From an optimization exercise on the open Yosys and OpenROAD flow, aimed at small area and a short achievable clock period; shortcuts taken in it are not production practice.
Function was checked by simulation only, so behaviour that the tests miss may differ from the original.
Power is estimated from default activity; no workload was simulated.

// axis_frame_capture
module axis_frame_capture #(
  parameter int unsigned DATA_W = 32,
  parameter int unsigned DEPTH  = 64,
  parameter int unsigned ADDR_W = $clog2(DEPTH)
) (
  input  logic                       s_aclk,
  input  logic                       src_rst,
  input  logic [DATA_W-1:0]          s_axis_tdata,
  input  logic                       s_axis_tvalid,
  output logic                       s_axis_tready,
  input  logic                       s_axis_tlast,
  input  logic                       arm,
  output logic                       busy,
  output logic                       frame_done,
  output logic [ADDR_W:0]            frame_len,
  output logic                       overflow,
  output logic [DATA_W-1:0]          peak_abs,
  output logic [DATA_W+ADDR_W:0]     sum,
  input  logic [ADDR_W-1:0]          rd_addr,
  output logic [DATA_W-1:0]          rd_data
);
Size: roughly 160 I/O pins, ~83000 µm² of cells after synthesis.
clock: 5.0 ns
lec_check: 0
cap_margin: 20
core_margin: 2
core_utilization: 65
cts_buf_list: sky130_fd_sc_hd__clkbuf_16
cts_cluster_diameter: 100
cts_cluster_size: 24
place_density: 0.75
setup_slack_margin: 2.6
slew_margin: 45
synth_hierarchical: 1
synth_minimum_keep_size: 0
standard.sh (not shown) runs the stock make flow with config.mk's settings and CLKGATE_MAP_FILE= SYNTH_SCRIPT=/design/flow/synth_recipe.tcl, a recipe that flattens the netlist after the stock synthesis.
==> flow/flow/run.sh <==
#!/bin/bash
# Standard layout in two parts: ports get a plain buffer instead of the slow default port
# buffer; the repair after global routing aims at a smaller setup margin than the earlier
# steps, so it only fixes what routing made worse.
set -euo pipefail
export BUFFER_PORTS_ARGS="-buffer_cell sky130_fd_sc_hd__buf_2"
bash standard.sh cts > standard_cts.log 2>&1
bash standard.sh SETUP_SLACK_MARGIN=2.5 finish > standard_finish.log 2>&1
The starting point went through all stages and came out clean.
Change:
--- a/flow/flow/run.sh
+++ b/flow/flow/run.sh
@@ -6,3 +6,3 @@
 export BUFFER_PORTS_ARGS="-buffer_cell sky130_fd_sc_hd__buf_2"
 bash standard.sh cts > standard_cts.log 2>&1
-bash standard.sh SETUP_SLACK_MARGIN=2.5 finish > standard_finish.log 2>&1
+bash standard.sh SETUP_SLACK_MARGIN=2.6 finish > standard_finish.log 2>&1
- SETUP_SLACK_MARGIN: 2.6 -> 2.7
- SLEW_MARGIN: 45 -> 60
The new run ran to the end with no violations.
Setup slack gains 31 ps.
Via count came out higher by 1.3%.
Total power is about the same.
Die area does not change.
Register-to-register slack got worse by 20 ps.
Change:
- SETUP_SLACK_MARGIN: 2.7 -> 2.65
The changed run finished with timing, DRC and antenna clean; sequential share of layout area falls by 0.12 points; routed wire length drops by 1.5%; power is about the same; final area barely changes; synthesized cell count does not change.
Change:
--- a/flow/flow/run.sh
+++ b/flow/flow/run.sh
@@ -6,3 +6,3 @@
 export BUFFER_PORTS_ARGS="-buffer_cell sky130_fd_sc_hd__buf_2"
 bash standard.sh cts > standard_cts.log 2>&1
-bash standard.sh SETUP_SLACK_MARGIN=2.6 finish > standard_finish.log 2>&1
+bash standard.sh SETUP_SLACK_MARGIN=2.55 finish > standard_finish.log 2>&1
- SLEW_MARGIN: 60 -> 50
=> The changed run went through all stages and came out clean. Register-to-register slack improves by 50 ps. Wire length decreases by 1.6%. Via count is about the same. Worst setup slack degrades by 39 ps. Synthesized area does not change. Count of clock-buffer cells in the layout increases by 3. Hold slack degrades by 8.4 ps. Global-route usage decreases by 0.48 points. Total power stays flat.
Change:
- SLEW_MARGIN: 50 -> 60
After rerunning: Setup slack improves by 13 ps; count of clock-buffer cells in the layout falls by 3; global-route usage climbs by 0.48 points; total power barely changes; first-iteration DRC count went up by a few percent; routed wire length increases slightly; via count stays flat.
Change:
--- a/flow/flow/run.sh
+++ b/flow/flow/run.sh
@@ -6,3 +6,3 @@
 export BUFFER_PORTS_ARGS="-buffer_cell sky130_fd_sc_hd__buf_2"
 bash standard.sh cts > standard_cts.log 2>&1
-bash standard.sh SETUP_SLACK_MARGIN=2.55 finish > standard_finish.log 2>&1
+bash standard.sh SETUP_SLACK_MARGIN=2.5 finish > standard_finish.log 2>&1
- SETUP_SLACK_MARGIN: 2.65 -> 2.6
Worst setup slack gets worse by 12 ps.
Cell area shrinks by about 0.8%.
Cell count hardly moves.
Clock-buffer cell count grows by 1.

build 90:
axis_frame_capture, a different RTL version from the one above (not shown whole).
Size: roughly 2200 flip-flops.
Settings: LEC_CHECK=0, CAP_MARGIN=20, CORE_MARGIN=2, CORE_UTILIZATION=65, CTS_BUF_LIST=sky130_fd_sc_hd__clkbuf_16, CTS_CLUSTER_DIAMETER=100, CTS_CLUSTER_SIZE=30, PLACE_DENSITY=0.75, SETUP_SLACK_MARGIN=2.0, SLEW_MARGIN=20, SYNTH_HIERARCHICAL=1, SYNTH_MINIMUM_KEEP_SIZE=0; clock period 5.0 ns.
==> flow/flow/run.sh <==
#!/bin/bash
# Standard layout, but ports get a plain buffer instead of the slow default port buffer.
set -euo pipefail
export BUFFER_PORTS_ARGS="-buffer_cell sky130_fd_sc_hd__buf_2"
bash standard.sh > standard.log 2>&1
Build 90 reached the end of the flow, and the finished layout is clean on the timing, DRC and antenna checks.
#### Input delta (build 29 over build 90)
# build 90
export LEC_CHECK = 0
export CAP_MARGIN = 20
export CORE_MARGIN = 2
export CORE_UTILIZATION = 65
export CTS_BUF_LIST = sky130_fd_sc_hd__clkbuf_16
export CTS_CLUSTER_DIAMETER = 100
export CTS_CLUSTER_SIZE = 30
export PLACE_DENSITY = 0.75
export SETUP_SLACK_MARGIN = 2.0
export SLEW_MARGIN = 20
export SYNTH_HIERARCHICAL = 1
export SYNTH_MINIMUM_KEEP_SIZE = 0
create_clock -name core_clock -period 5.0 [get_ports {s_aclk}]
# build 29
export LEC_CHECK = 0
export CAP_MARGIN = 20
export CORE_MARGIN = 2
export CORE_UTILIZATION = 55
export CTS_CLUSTER_DIAMETER = 60
export CTS_CLUSTER_SIZE = 20
export SETUP_SLACK_MARGIN = 2.5
export SLEW_MARGIN = 20
export SYNTH_HIERARCHICAL = 1
export SYNTH_MINIMUM_KEEP_SIZE = 0
create_clock -name core_clock -period 5.0 [get_ports {s_aclk}]
==> flow/flow/run.sh <==
#!/bin/bash
# Standard layout, but ports get a plain buffer instead of the slow default port buffer.
set -euo pipefail
export BUFFER_PORTS_ARGS="-buffer_cell sky130_fd_sc_hd__buf_4"
bash standard.sh > standard.log 2>&1
==> run summary <==
- After detailed routing, build 90 needs less wire than build 29.
- Going from build 90 to build 29, xor-xnor portion of the synthesized cell area was more or less identical; global routing usage on met3 went down by 2.1 points.

The RTL this note starts from:
==> flow/design.v <==
module axis_frame_capture #(
  parameter int unsigned DATA_W = 32,
  parameter int unsigned DEPTH  = 64,
  parameter int unsigned ADDR_W = $clog2(DEPTH)
) (
  input  logic                       s_aclk,
  input  logic                       src_rst,
  input  logic [DATA_W-1:0]          s_axis_tdata,
  input  logic                       s_axis_tvalid,
  output logic                       s_axis_tready,
  input  logic                       s_axis_tlast,
  input  logic                       arm,
  output logic                       busy,
  output logic                       frame_done,
  output logic [ADDR_W:0]            frame_len,
  output logic                       overflow,
  output logic [DATA_W-1:0]          peak_abs,
  output logic [DATA_W+ADDR_W:0]     sum,
  input  logic [ADDR_W-1:0]          rd_addr,
  output logic [DATA_W-1:0]          rd_data
);
  localparam int unsigned SumW = DATA_W + ADDR_W + 1;
  logic                busy_q, done_q;
  logic [ADDR_W:0]     frame_len_q;
  logic [ADDR_W-1:0]   wr_ptr_q;      
  logic                overflow_q;
  logic [DATA_W-1:0]   peak_abs_q;
  logic [SumW-1:0]     sum_q;
  logic [DATA_W-1:0]   rd_data_q;
  logic                start, beat, store, clr;
  logic                sgn;
  logic [DATA_W-1:0]   sample_abs;
  logic                gt_pos, gt_neg, abs_gt;
  logic [DATA_W:0]     lo_sum;
  logic [ADDR_W:0]     hi_q, hi_inc, hi_dec, hi_d;
  logic [DATA_W-1:0]   mem [DEPTH];
  assign s_axis_tready = 1'b1;
  assign start = !busy_q && arm;
  assign clr   = src_rst || start;
  assign beat  = busy_q && s_axis_tvalid;
  assign store = beat && !frame_len_q[ADDR_W];
  assign sgn        = s_axis_tdata[DATA_W-1];
  assign gt_pos     = s_axis_tdata > peak_abs_q;
  assign gt_neg     = ~s_axis_tdata >= peak_abs_q;
  assign abs_gt     = sgn ? gt_neg : gt_pos;
  assign sample_abs = sgn ? (~s_axis_tdata + DATA_W'(1)) : s_axis_tdata;
  assign lo_sum = {1'b0, sum_q[DATA_W-1:0]} + {1'b0, s_axis_tdata};
  assign hi_q   = sum_q[SumW-1:DATA_W];
  axis_capture_incdec #(.W(ADDR_W+1)) u_incdec (.x(hi_q), .inc(hi_inc), .dec(hi_dec));
  logic [ADDR_W:0] hi_c1, hi_c0;
  assign hi_c1 = sgn ? hi_q : hi_inc;
  assign hi_c0 = sgn ? hi_dec : hi_q;
  assign hi_d  = lo_sum[DATA_W] ? hi_c1 : hi_c0;
  always_ff @(posedge s_aclk) begin
    if (clr) begin
      frame_len_q <= '0;
      wr_ptr_q    <= '0;
      overflow_q  <= 1'b0;
      peak_abs_q  <= '0;
      sum_q       <= '0;
    end else if (store) begin
      frame_len_q <= frame_len_q + (ADDR_W+1)'(1);
      wr_ptr_q    <= wr_ptr_q + ADDR_W'(1);
      sum_q       <= {hi_d, lo_sum[DATA_W-1:0]};
      if (abs_gt) peak_abs_q <= sample_abs;
    end else if (beat) begin
      overflow_q <= 1'b1;
    end
  end
  always_ff @(posedge s_aclk) begin
    if (src_rst) begin
      busy_q <= 1'b0;
      done_q <= 1'b0;
    end else if (start) begin
      busy_q <= 1'b1;
      done_q <= 1'b0;
    end else if (beat && s_axis_tlast) begin
      busy_q <= 1'b0;
      done_q <= 1'b1;
    end
  end
  always_ff @(posedge s_aclk) begin
    if (store) mem[wr_ptr_q] <= s_axis_tdata;
  end
  logic [7:0]        rd_hi, rd_lo;
  logic [DEPTH-1:0]  rd_sel;
  logic [DATA_W-1:0] rd_mux;
  logic [DATA_W-1:0] rd_g  [22];
  logic [DATA_W-1:0] rd_n4 [6];
  always_comb begin
    for (int i = 0; i < 8; i++) begin
      rd_hi[i] = !src_rst && (rd_addr[5:3] == 3'(i));
      rd_lo[i] = (rd_addr[2:0] == 3'(i));
    end
    for (int i = 0; i < DEPTH; i++) rd_sel[i] = rd_hi[i/8] && rd_lo[i%8];
  end
  for (genvar g = 0; g < 21; g++) begin : g_aoi
    for (genvar b = 0; b < DATA_W; b++) begin : g_bit
      axis_capture_aoi222 u_aoi (
        .a0(mem[3*g][b]),   .s0(rd_sel[3*g]),
        .a1(mem[3*g+1][b]), .s1(rd_sel[3*g+1]),
        .a2(mem[3*g+2][b]), .s2(rd_sel[3*g+2]),
        .y (rd_g[g][b])
      );
    end
  end
  assign rd_g[21] = ~(mem[63] & {DATA_W{rd_sel[63]}});
  always_comb begin
    for (int n = 0; n < 6; n++) begin
      rd_n4[n] = '1;
      for (int k = 0; k < 4; k++)
        if (4*n + k < 22) rd_n4[n] = rd_n4[n] & rd_g[4*n+k];
    end
    rd_mux = ~(rd_n4[0] & rd_n4[1] & rd_n4[2]) | ~(rd_n4[3] & rd_n4[4] & rd_n4[5]);
  end
  always_ff @(posedge s_aclk) rd_data_q <= rd_mux;
  assign busy       = busy_q;
  assign frame_done = done_q;
  assign frame_len  = frame_len_q;
  assign overflow   = overflow_q;
  assign peak_abs   = peak_abs_q;
  assign sum        = sum_q;
  assign rd_data    = rd_data_q;
endmodule
module axis_capture_aoi222 (
  input  logic a0, s0, a1, s1, a2, s2,
  output logic y
);
  assign y = ~((a0 & s0) | (a1 & s1) | (a2 & s2));
endmodule
module axis_capture_incdec #(
  parameter int unsigned W = 7
) (
  input  logic [W-1:0] x,
  output logic [W-1:0] inc,
  output logic [W-1:0] dec
);
  assign inc = x + W'(1);
  assign dec = x - W'(1);
endmodule
==> flow/config.mk <==
export PLATFORM = sky130hd
export DESIGN_NAME = axis_frame_capture
export DESIGN_NICKNAME = axis_frame_capture
export VERILOG_FILES = /design/flow/design.v
export SDC_FILE = /design/flow/constraint.sdc
export NUM_CORES = 4
export LEC_CHECK = 0
export CAP_MARGIN = 20
export CORE_MARGIN = 2
export CORE_UTILIZATION = 65
export CTS_BUF_LIST = sky130_fd_sc_hd__clkbuf_16
export CTS_CLUSTER_DIAMETER = 100
export CTS_CLUSTER_SIZE = 30
export PLACE_DENSITY = 0.75
export SETUP_SLACK_MARGIN = 2.0
export SLEW_MARGIN = 20
export SYNTH_HIERARCHICAL = 1
export SYNTH_MINIMUM_KEEP_SIZE = 0
==> flow/constraint.sdc <==
create_clock -name core_clock -period 5.0 [get_ports {s_aclk}]
set_input_delay 1.0000 -clock core_clock [delete_from_list [all_inputs] [get_ports {s_aclk}]]
set_output_delay 1.0000 -clock core_clock [all_outputs]
set_load 0.01 [all_outputs]
==> flow/flow/run.sh <==
#!/bin/bash
# Standard layout, but ports get a plain buffer instead of the slow default port buffer.
set -euo pipefail
export BUFFER_PORTS_ARGS="-buffer_cell sky130_fd_sc_hd__buf_2"
bash standard.sh > standard.log 2>&1
Rerun with:
==> flow/flow/run.sh (replaced) <==
#!/bin/bash
# Standard layout, but ports get a plain buffer instead of the slow default port buffer,
# and synthesis leaves adders to ABC instead of extracting half/full-adder cells.
set -euo pipefail
export BUFFER_PORTS_ARGS="-buffer_cell sky130_fd_sc_hd__buf_2"
bash standard.sh ADDER_MAP_FILE= finish > standard.log 2>&1
Outcome: The new run ran to the end with no violations; synthesized area shrinks by 0.64%; first-iteration DRC count grows by 0.86%; clock skew is about the same; global-route usage stays flat; combinational power shrinks by about 10%; cell area shrinks by 1.2%; die area shrinks by 0.64%; critical path depth grows by 1; synthesized cell count is about the same; sequential share of layout area grows by 0.85 points; maximum frequency shrinks by 10%.

## what the ideal ports hide
How much do the figures lean on ideal ports? The routed layouts below were timed once more, with nothing changed but the port constraints.
Step 1 assumes that a clkbuf_16 drives the clock port and a buf_2 every other input.
Step 2 times the ports against the registers' clock, not the clock port: input delays grow and output delays shrink by t, the midpoint of the rising clock arrivals with the driver on.
Slacks: ideal ports / drivers / drivers and shift; pairs: ideal ports / drivers.
run | t, ns | slack for setup (ns) | hold WS [ns] | worst data-port slew with drivers (ns)
the first run of note 1 | 0.822 | 2.466 / 2.378 / 1.556 | 0.500 / 0.475 / 0.500 | 0.37
the second run of note 1 | 0.836 | 2.498 / 2.512 / 1.676 | 0.479 / 0.459 / 0.479 | 0.30
the third run of note 1 | 0.844 | 2.523 / 2.361 / 1.517 | 0.483 / 0.446 / 0.483 | 0.43
the fourth run of note 1 | 0.821 | 2.484 / 2.372 / 1.551 | 0.474 / 0.467 / 0.474 | 0.39
the fifth run of note 1 | 0.839 | 2.498 / 2.333 / 1.494 | 0.482 / 0.452 / 0.482 | 0.41
the sixth run of note 1 | 0.840 | 2.486 / 2.470 / 1.630 | 0.501 / 0.451 / 0.501 | 0.33
build 90 | 0.792 | 1.828 / 1.831 / 1.038 | 0.470 / 0.443 / 0.470 | 0.24
build 29 | 0.875 | 1.950 / 1.974 / 1.109 | 0.400 / 0.341 / 0.437 | 0.25
the first run of note 3 | 0.791 | 1.887 / 1.919 / 1.128 | 0.473 / 0.438 / 0.473 | 0.29
the second run of note 3 | 0.788 | 1.523 / 1.506 / 0.718 | 0.468 / 0.458 / 0.468 | 0.24
After both steps setup and hold are still met in every run listed. For the third run of note 1, which loses most, drivers alone change the setup slack by -0.162 ns; drivers and shift together by -1.006 ns.
